This is an optimization exercise on Yosys and OpenROAD, whose aim is small area, not a production implementation.
Only simulation tests tie the RTL to the original design; equivalence was not proved.
No activity file was given, so power comes from the tool's default toggle rates.

==> flow/design.v (excerpt) <==
module objetoNotas
(
	input wire logic clk,
	input wire logic reset,
	input wire logic [5:0] numeroNota,
	input wire logic [9:0] posicionYNotaCancion1,
	input wire logic cuente,
	input wire logic movimientoIzquierda,
	input wire logic movimientoDerecha,
	input wire logic [7:0] x,
	input wire logic [6:0] y,
	output logic [2:0] color,
	output logic notaActiva
);
export LEC_CHECK = 0
export CAP_MARGIN = 20
export CORE_MARGIN = 2
export CORE_UTILIZATION = 55
export GPL_TIMING_DRIVEN = 0
export SLEW_MARGIN = 20
export SYNTH_HIERARCHICAL = 1
create_clock -name core_clock -period 5.0 [get_ports {clk}]
standard.sh (not shown) runs the stock make flow with config.mk's settings and CLKGATE_MAP_FILE= SYNTH_SCRIPT=/design/flow/synth_recipe.tcl, a recipe that flattens the netlist after the stock synthesis.
==> flow/flow/run.sh <==
#!/bin/bash
# Standard layout, with its own clock-tree options and one extra step
# between synthesis and floorplan: every
# combinational cell that synthesis upsized goes back to its smallest drive
# strength (flow/downsize.py); the standard timing and design repair of the
# later steps upsizes or buffers again wherever it is needed.
set -euo pipefail
here=$(pwd)
bash standard.sh synth > "$here/synth.log" 2>&1
results=$(ls -d "$here"/orfs/results/*/objetoNotas/base)
platform_dir="$FLOW_HOME/platforms/$FLOW_PLATFORM"
python3 flow/downsize.py "$results/1_2_yosys.v" "$platform_dir/lib/sky130_fd_sc_hd__tt_025C_1v80.lib" > "$here/downsize.log" 2>&1
# Clock tree: larger sink clusters on clkbuf_8 and no dummy loads (the
# standard flow's H-tree balancing adds dozens of them)
export CTS_ARGS="-sink_clustering_enable -repair_clock_nets -sink_clustering_size 15 -sink_clustering_max_diameter 80 -buf_list sky130_fd_sc_hd__clkbuf_8 -dont_use_dummy_load"
# Port buffers: every input and output still gets one, as in the standard
# flow, but a plain buf_2 rather than the delay cell the flow picks by itself
export BUFFER_PORTS_ARGS="-buffer_cell sky130_fd_sc_hd__buf_2"
bash standard.sh > "$here/layout.log" 2>&1
Other scripts of this flow, unchanged in this note and not shown: flow/flow/downsize.py
The first run finished with timing, DRC and antenna clean.
Change:
--- a/flow/flow/run.sh
+++ b/flow/flow/run.sh
@@ -14,6 +14,3 @@
 # standard flow's H-tree balancing adds dozens of them)
 export CTS_ARGS="-sink_clustering_enable -repair_clock_nets -sink_clustering_size 15 -sink_clustering_max_diameter 80 -buf_list sky130_fd_sc_hd__clkbuf_8 -dont_use_dummy_load"
-# Port buffers: every input and output still gets one, as in the standard
-# flow, but a plain buf_2 rather than the delay cell the flow picks by itself
-export BUFFER_PORTS_ARGS="-buffer_cell sky130_fd_sc_hd__buf_2"
 bash standard.sh > "$here/layout.log" 2>&1
- CORE_UTILIZATION: 55 -> 40
Result: The new run finished with timing, DRC and antenna clean; utilization goes down by 17 points; area after synthesis does not change; cell area came out higher by 0.90%; clock skew fell by 8.3 ps; clock power came out higher by about 3%; synthesized cell count stays the same; wire length went down by 3.7%; total power is lower by 4.6%.
Change:
--- a/flow/flow/run.sh
+++ b/flow/flow/run.sh
@@ -14,3 +14,6 @@
 # standard flow's H-tree balancing adds dozens of them)
 export CTS_ARGS="-sink_clustering_enable -repair_clock_nets -sink_clustering_size 15 -sink_clustering_max_diameter 80 -buf_list sky130_fd_sc_hd__clkbuf_8 -dont_use_dummy_load"
+# Port buffers: every input and output still gets one, as in the standard
+# flow, but a plain buf_2 rather than the delay cell the flow picks by itself
+export BUFFER_PORTS_ARGS="-buffer_cell sky130_fd_sc_hd__buf_2"
 bash standard.sh > "$here/layout.log" 2>&1
What happened: The new run completed with no timing, DRC or antenna violations. Final cell count barely changes. Non-clock buffer count stays the same. Worst setup slack is better by 31 ps.
Change:
--- a/flow/flow/run.sh
+++ b/flow/flow/run.sh
@@ -13,5 +13,5 @@
 # Clock tree: larger sink clusters on clkbuf_8 and no dummy loads (the
 # standard flow's H-tree balancing adds dozens of them)
-export CTS_ARGS="-sink_clustering_enable -repair_clock_nets -sink_clustering_size 15 -sink_clustering_max_diameter 80 -buf_list sky130_fd_sc_hd__clkbuf_8 -dont_use_dummy_load"
+export CTS_ARGS="-sink_clustering_enable -repair_clock_nets -sink_clustering_size 12 -sink_clustering_max_diameter 60 -buf_list {sky130_fd_sc_hd__clkbuf_4 sky130_fd_sc_hd__clkbuf_8} -dont_use_dummy_load"
 # Port buffers: every input and output still gets one, as in the standard
 # flow, but a plain buf_2 rather than the delay cell the flow picks by itself
Global-route usage grows by 0.30 points.
Clock skew came out higher by 44 ps.
Routed wire length stays flat.
Final area is higher by 0.73%.
Area after synthesis is unchanged.
Worst setup slack improved by 110 ps.
Clock power went up by 14%.
Power goes up by 1.8%.
Hold slack stays flat.

Setup of run A:
Another version of the RTL of objetoNotas (not shown whole).
Size in the first run: about 40 I/O pins, about 16000 um^2 of cells after synthesis.
==> flow/config.mk <==
export PLATFORM = sky130hd
export DESIGN_NAME = objetoNotas
export DESIGN_NICKNAME = objetoNotas
export VERILOG_FILES = /design/flow/design.v
export SDC_FILE = /design/flow/constraint.sdc
export NUM_CORES = 4
export LEC_CHECK = 0
export CAP_MARGIN = 5
export CORE_MARGIN = 2
export CORE_UTILIZATION = 40
export GPL_TIMING_DRIVEN = 0
export SLEW_MARGIN = 5
export SYNTH_HIERARCHICAL = 1
==> flow/constraint.sdc <==
create_clock -name core_clock -period 5.0 [get_ports {clk}]
set_input_delay 1.0000 -clock core_clock [delete_from_list [all_inputs] [get_ports {clk}]]
set_output_delay 1.0000 -clock core_clock [all_outputs]
set_load 0.01 [all_outputs]
==> flow/flow/run.sh <==
#!/bin/bash
# Standard layout, with its own clock-tree options and one extra step
# between synthesis and floorplan: every
# combinational cell that synthesis upsized goes back to its smallest drive
# strength (flow/downsize.py); the standard timing and design repair of the
# later steps upsizes or buffers again wherever it is needed.
set -euo pipefail
here=$(pwd)
bash standard.sh synth > "$here/synth.log" 2>&1
results=$(ls -d "$here"/orfs/results/*/objetoNotas/base)
platform_dir="$FLOW_HOME/platforms/$FLOW_PLATFORM"
python3 flow/downsize.py "$results/1_2_yosys.v" "$platform_dir/lib/sky130_fd_sc_hd__tt_025C_1v80.lib" > "$here/downsize.log" 2>&1
# Clock tree: larger sink clusters on clkbuf_8 and no dummy loads (the
# standard flow's H-tree balancing adds dozens of them)
export CTS_ARGS="-sink_clustering_enable -repair_clock_nets -sink_clustering_size 18 -sink_clustering_max_diameter 90 -buf_list sky130_fd_sc_hd__clkbuf_8 -dont_use_dummy_load"
# Port buffers: every input and output still gets one, as in the standard
# flow, but a plain buf_2 rather than the delay cell the flow picks by itself
export BUFFER_PORTS_ARGS="-buffer_cell sky130_fd_sc_hd__buf_2"
bash standard.sh > "$here/layout.log" 2>&1
Other scripts of this flow, unchanged in this note and not shown: flow/flow/downsize.py
No stage failed in run A, and the final checks on the layout all came back clean.
Relative to run A, the following input files were edited for run B:
- SLEW_MARGIN: 5 -> 20
- CAP_MARGIN: 5 -> 20
diff --git a/flow/flow/run.sh b/flow/flow/run.sh
--- a/flow/flow/run.sh
+++ b/flow/flow/run.sh
@@ -14,3 +14,3 @@
 # standard flow's H-tree balancing adds dozens of them)
-export CTS_ARGS="-sink_clustering_enable -repair_clock_nets -sink_clustering_size 18 -sink_clustering_max_diameter 90 -buf_list sky130_fd_sc_hd__clkbuf_8 -dont_use_dummy_load"
+export CTS_ARGS="-sink_clustering_enable -repair_clock_nets -sink_clustering_size 15 -sink_clustering_max_diameter 80 -buf_list sky130_fd_sc_hd__clkbuf_8 -dont_use_dummy_load"
 # Port buffers: every input and output still gets one, as in the standard
Findings:
Where post-layout instance area is concerned, run A is better than run B. When run B is set beside run A, its sequential group share of total power turns out to be 0.6 points smaller. Of run B and run A, run B shows the higher switching power, with run A below it. Delta(share of total power in the clock network, run B - run A) > 0. There was hardly any difference in area after synthesis between run B and run A. Run B vs. run A: post-route clock period utilization decreased 6.4 points, total power increased 1.5%, global-route wire length before repair essentially unchanged, die boundary width essentially unchanged, synthesized area per cell essentially unchanged. Compared run A against run B; required time of the worst setup path within noise.
Modified inputs, run C compared to run B
- changing SLEW_MARGIN from 20 to 5
- changing CAP_MARGIN from 20 to 5
### Flow results
Changes observed in run C relative to run B: global-route wire length before repair roughly the same; average wire per standard cell roughly the same; total number of vias lower; met3 usage higher.

the reference run:
Another version of the RTL of objetoNotas (not shown whole).
For scale: roughly 1500 cells after synthesis, roughly 40 I/O pins, roughly 16000 um^2 of cells after synthesis.
Settings: LEC_CHECK=0, CAP_MARGIN=0, CORE_MARGIN=2, CORE_UTILIZATION=45, GPL_TIMING_DRIVEN=0, SLEW_MARGIN=0, SYNTH_HIERARCHICAL=1; clock period 5.0 ns.
==> flow/flow/run.sh <==
#!/bin/bash
# Standard layout, with its own clock-tree options and one extra step
# between synthesis and floorplan: every
# combinational cell that synthesis upsized goes back to its smallest drive
# strength (flow/downsize.py); the standard timing and design repair of the
# later steps upsizes or buffers again wherever it is needed.
set -euo pipefail
here=$(pwd)
bash standard.sh synth > "$here/synth.log" 2>&1
results=$(ls -d "$here"/orfs/results/*/objetoNotas/base)
platform_dir="$FLOW_HOME/platforms/$FLOW_PLATFORM"
python3 flow/downsize.py "$results/1_2_yosys.v" "$platform_dir/lib/sky130_fd_sc_hd__tt_025C_1v80.lib" > "$here/downsize.log" 2>&1
# Clock tree: larger sink clusters on clkbuf_16 and no dummy loads (the
# standard flow's H-tree balancing adds dozens of them)
export CTS_ARGS="-sink_clustering_enable -repair_clock_nets -sink_clustering_size 25 -sink_clustering_max_diameter 100 -buf_list sky130_fd_sc_hd__clkbuf_16 -dont_use_dummy_load"
# Port buffers: every input and output still gets one, as in the standard
# flow, but a plain buf_2 rather than the delay cell the flow picks by itself
export BUFFER_PORTS_ARGS="-buffer_cell sky130_fd_sc_hd__buf_2"
bash standard.sh > "$here/layout.log" 2>&1
Other scripts of this flow, unchanged in this note and not shown: flow/flow/downsize.py
diff inputs: the reference run => the trial run
-- flow/flow/run.sh --
<<< the reference run, line 13
# Clock tree: larger sink clusters on clkbuf_16 and no dummy loads (the
>>> the trial run, line 13
# Clock tree: larger sink clusters on clkbuf_8 and no dummy loads (the
<<< the reference run, line 15
export CTS_ARGS="-sink_clustering_enable -repair_clock_nets -sink_clustering_size 25 -sink_clustering_max_diameter 100 -buf_list sky130_fd_sc_hd__clkbuf_16 -dont_use_dummy_load"
>>> the trial run, line 15
export CTS_ARGS="-sink_clustering_enable -repair_clock_nets -sink_clustering_size 15 -sink_clustering_max_diameter 80 -buf_list sky130_fd_sc_hd__clkbuf_8 -dont_use_dummy_load"
### Flow results
Going from the reference run to the trial run, relative area change from synthesis to final layout shrinks by 0.56 points. When the trial run is set beside the reference run, its clock power turns out to be about 10% smaller. Total power improves in the trial run relative to the reference run.

==> separate check: timing with driven ports <==
In the flow no input, the clock included, has a driving cell. The finished layouts below were timed again as built, in two steps.
Step 1 sets driving cells, clkbuf_16 on the clock port and buf_2 on the other inputs (assumed; they add their load-dependent delay and slew).
Step 2 times the ports against the registers' clock, not the clock port: input delays grow and output delays shrink by t, the midpoint of the rising clock arrivals with the driver on.
a / b / c = ideal ports / drivers / drivers and shift; a / b = the first two.
run	shift t [ns]	setup slack, ns	worst setup path at the end	worst slew at a driven data input, ns	cell pins on the clock port's net
the first run of note 1	0.676	0.259 / 0.259 / -0.260	input to register	0.07	1
the second run of note 1	0.695	0.175 / 0.175 / -0.412	input to register	0.10	1
the third run of note 1	0.693	0.206 / 0.206 / -0.020	input to register	0.08	1
the fourth run of note 1	0.650	0.315 / 0.315 / 0.030	input to register	0.10	1
run A	0.649	0.326 / 0.326 / -0.210	input to register	0.03	1
run B	0.658	0.644 / 0.644 / 0.090	input to register	0.04	1
run C	0.678	0.164 / 0.164 / -0.402	input to register	0.03	1
the reference run	0.574	0.125 / 0.157 / -0.417	input to register	0.08	1
the trial run	0.664	0.163 / 0.163 / -0.457	input to register	0.08	1
Met with ideal ports but missed after step 2: setup timing in 7 of these runs. The setup slack of the trial run, which loses most, moves by 0.000 ns with the drivers and by -0.620 ns with both steps.
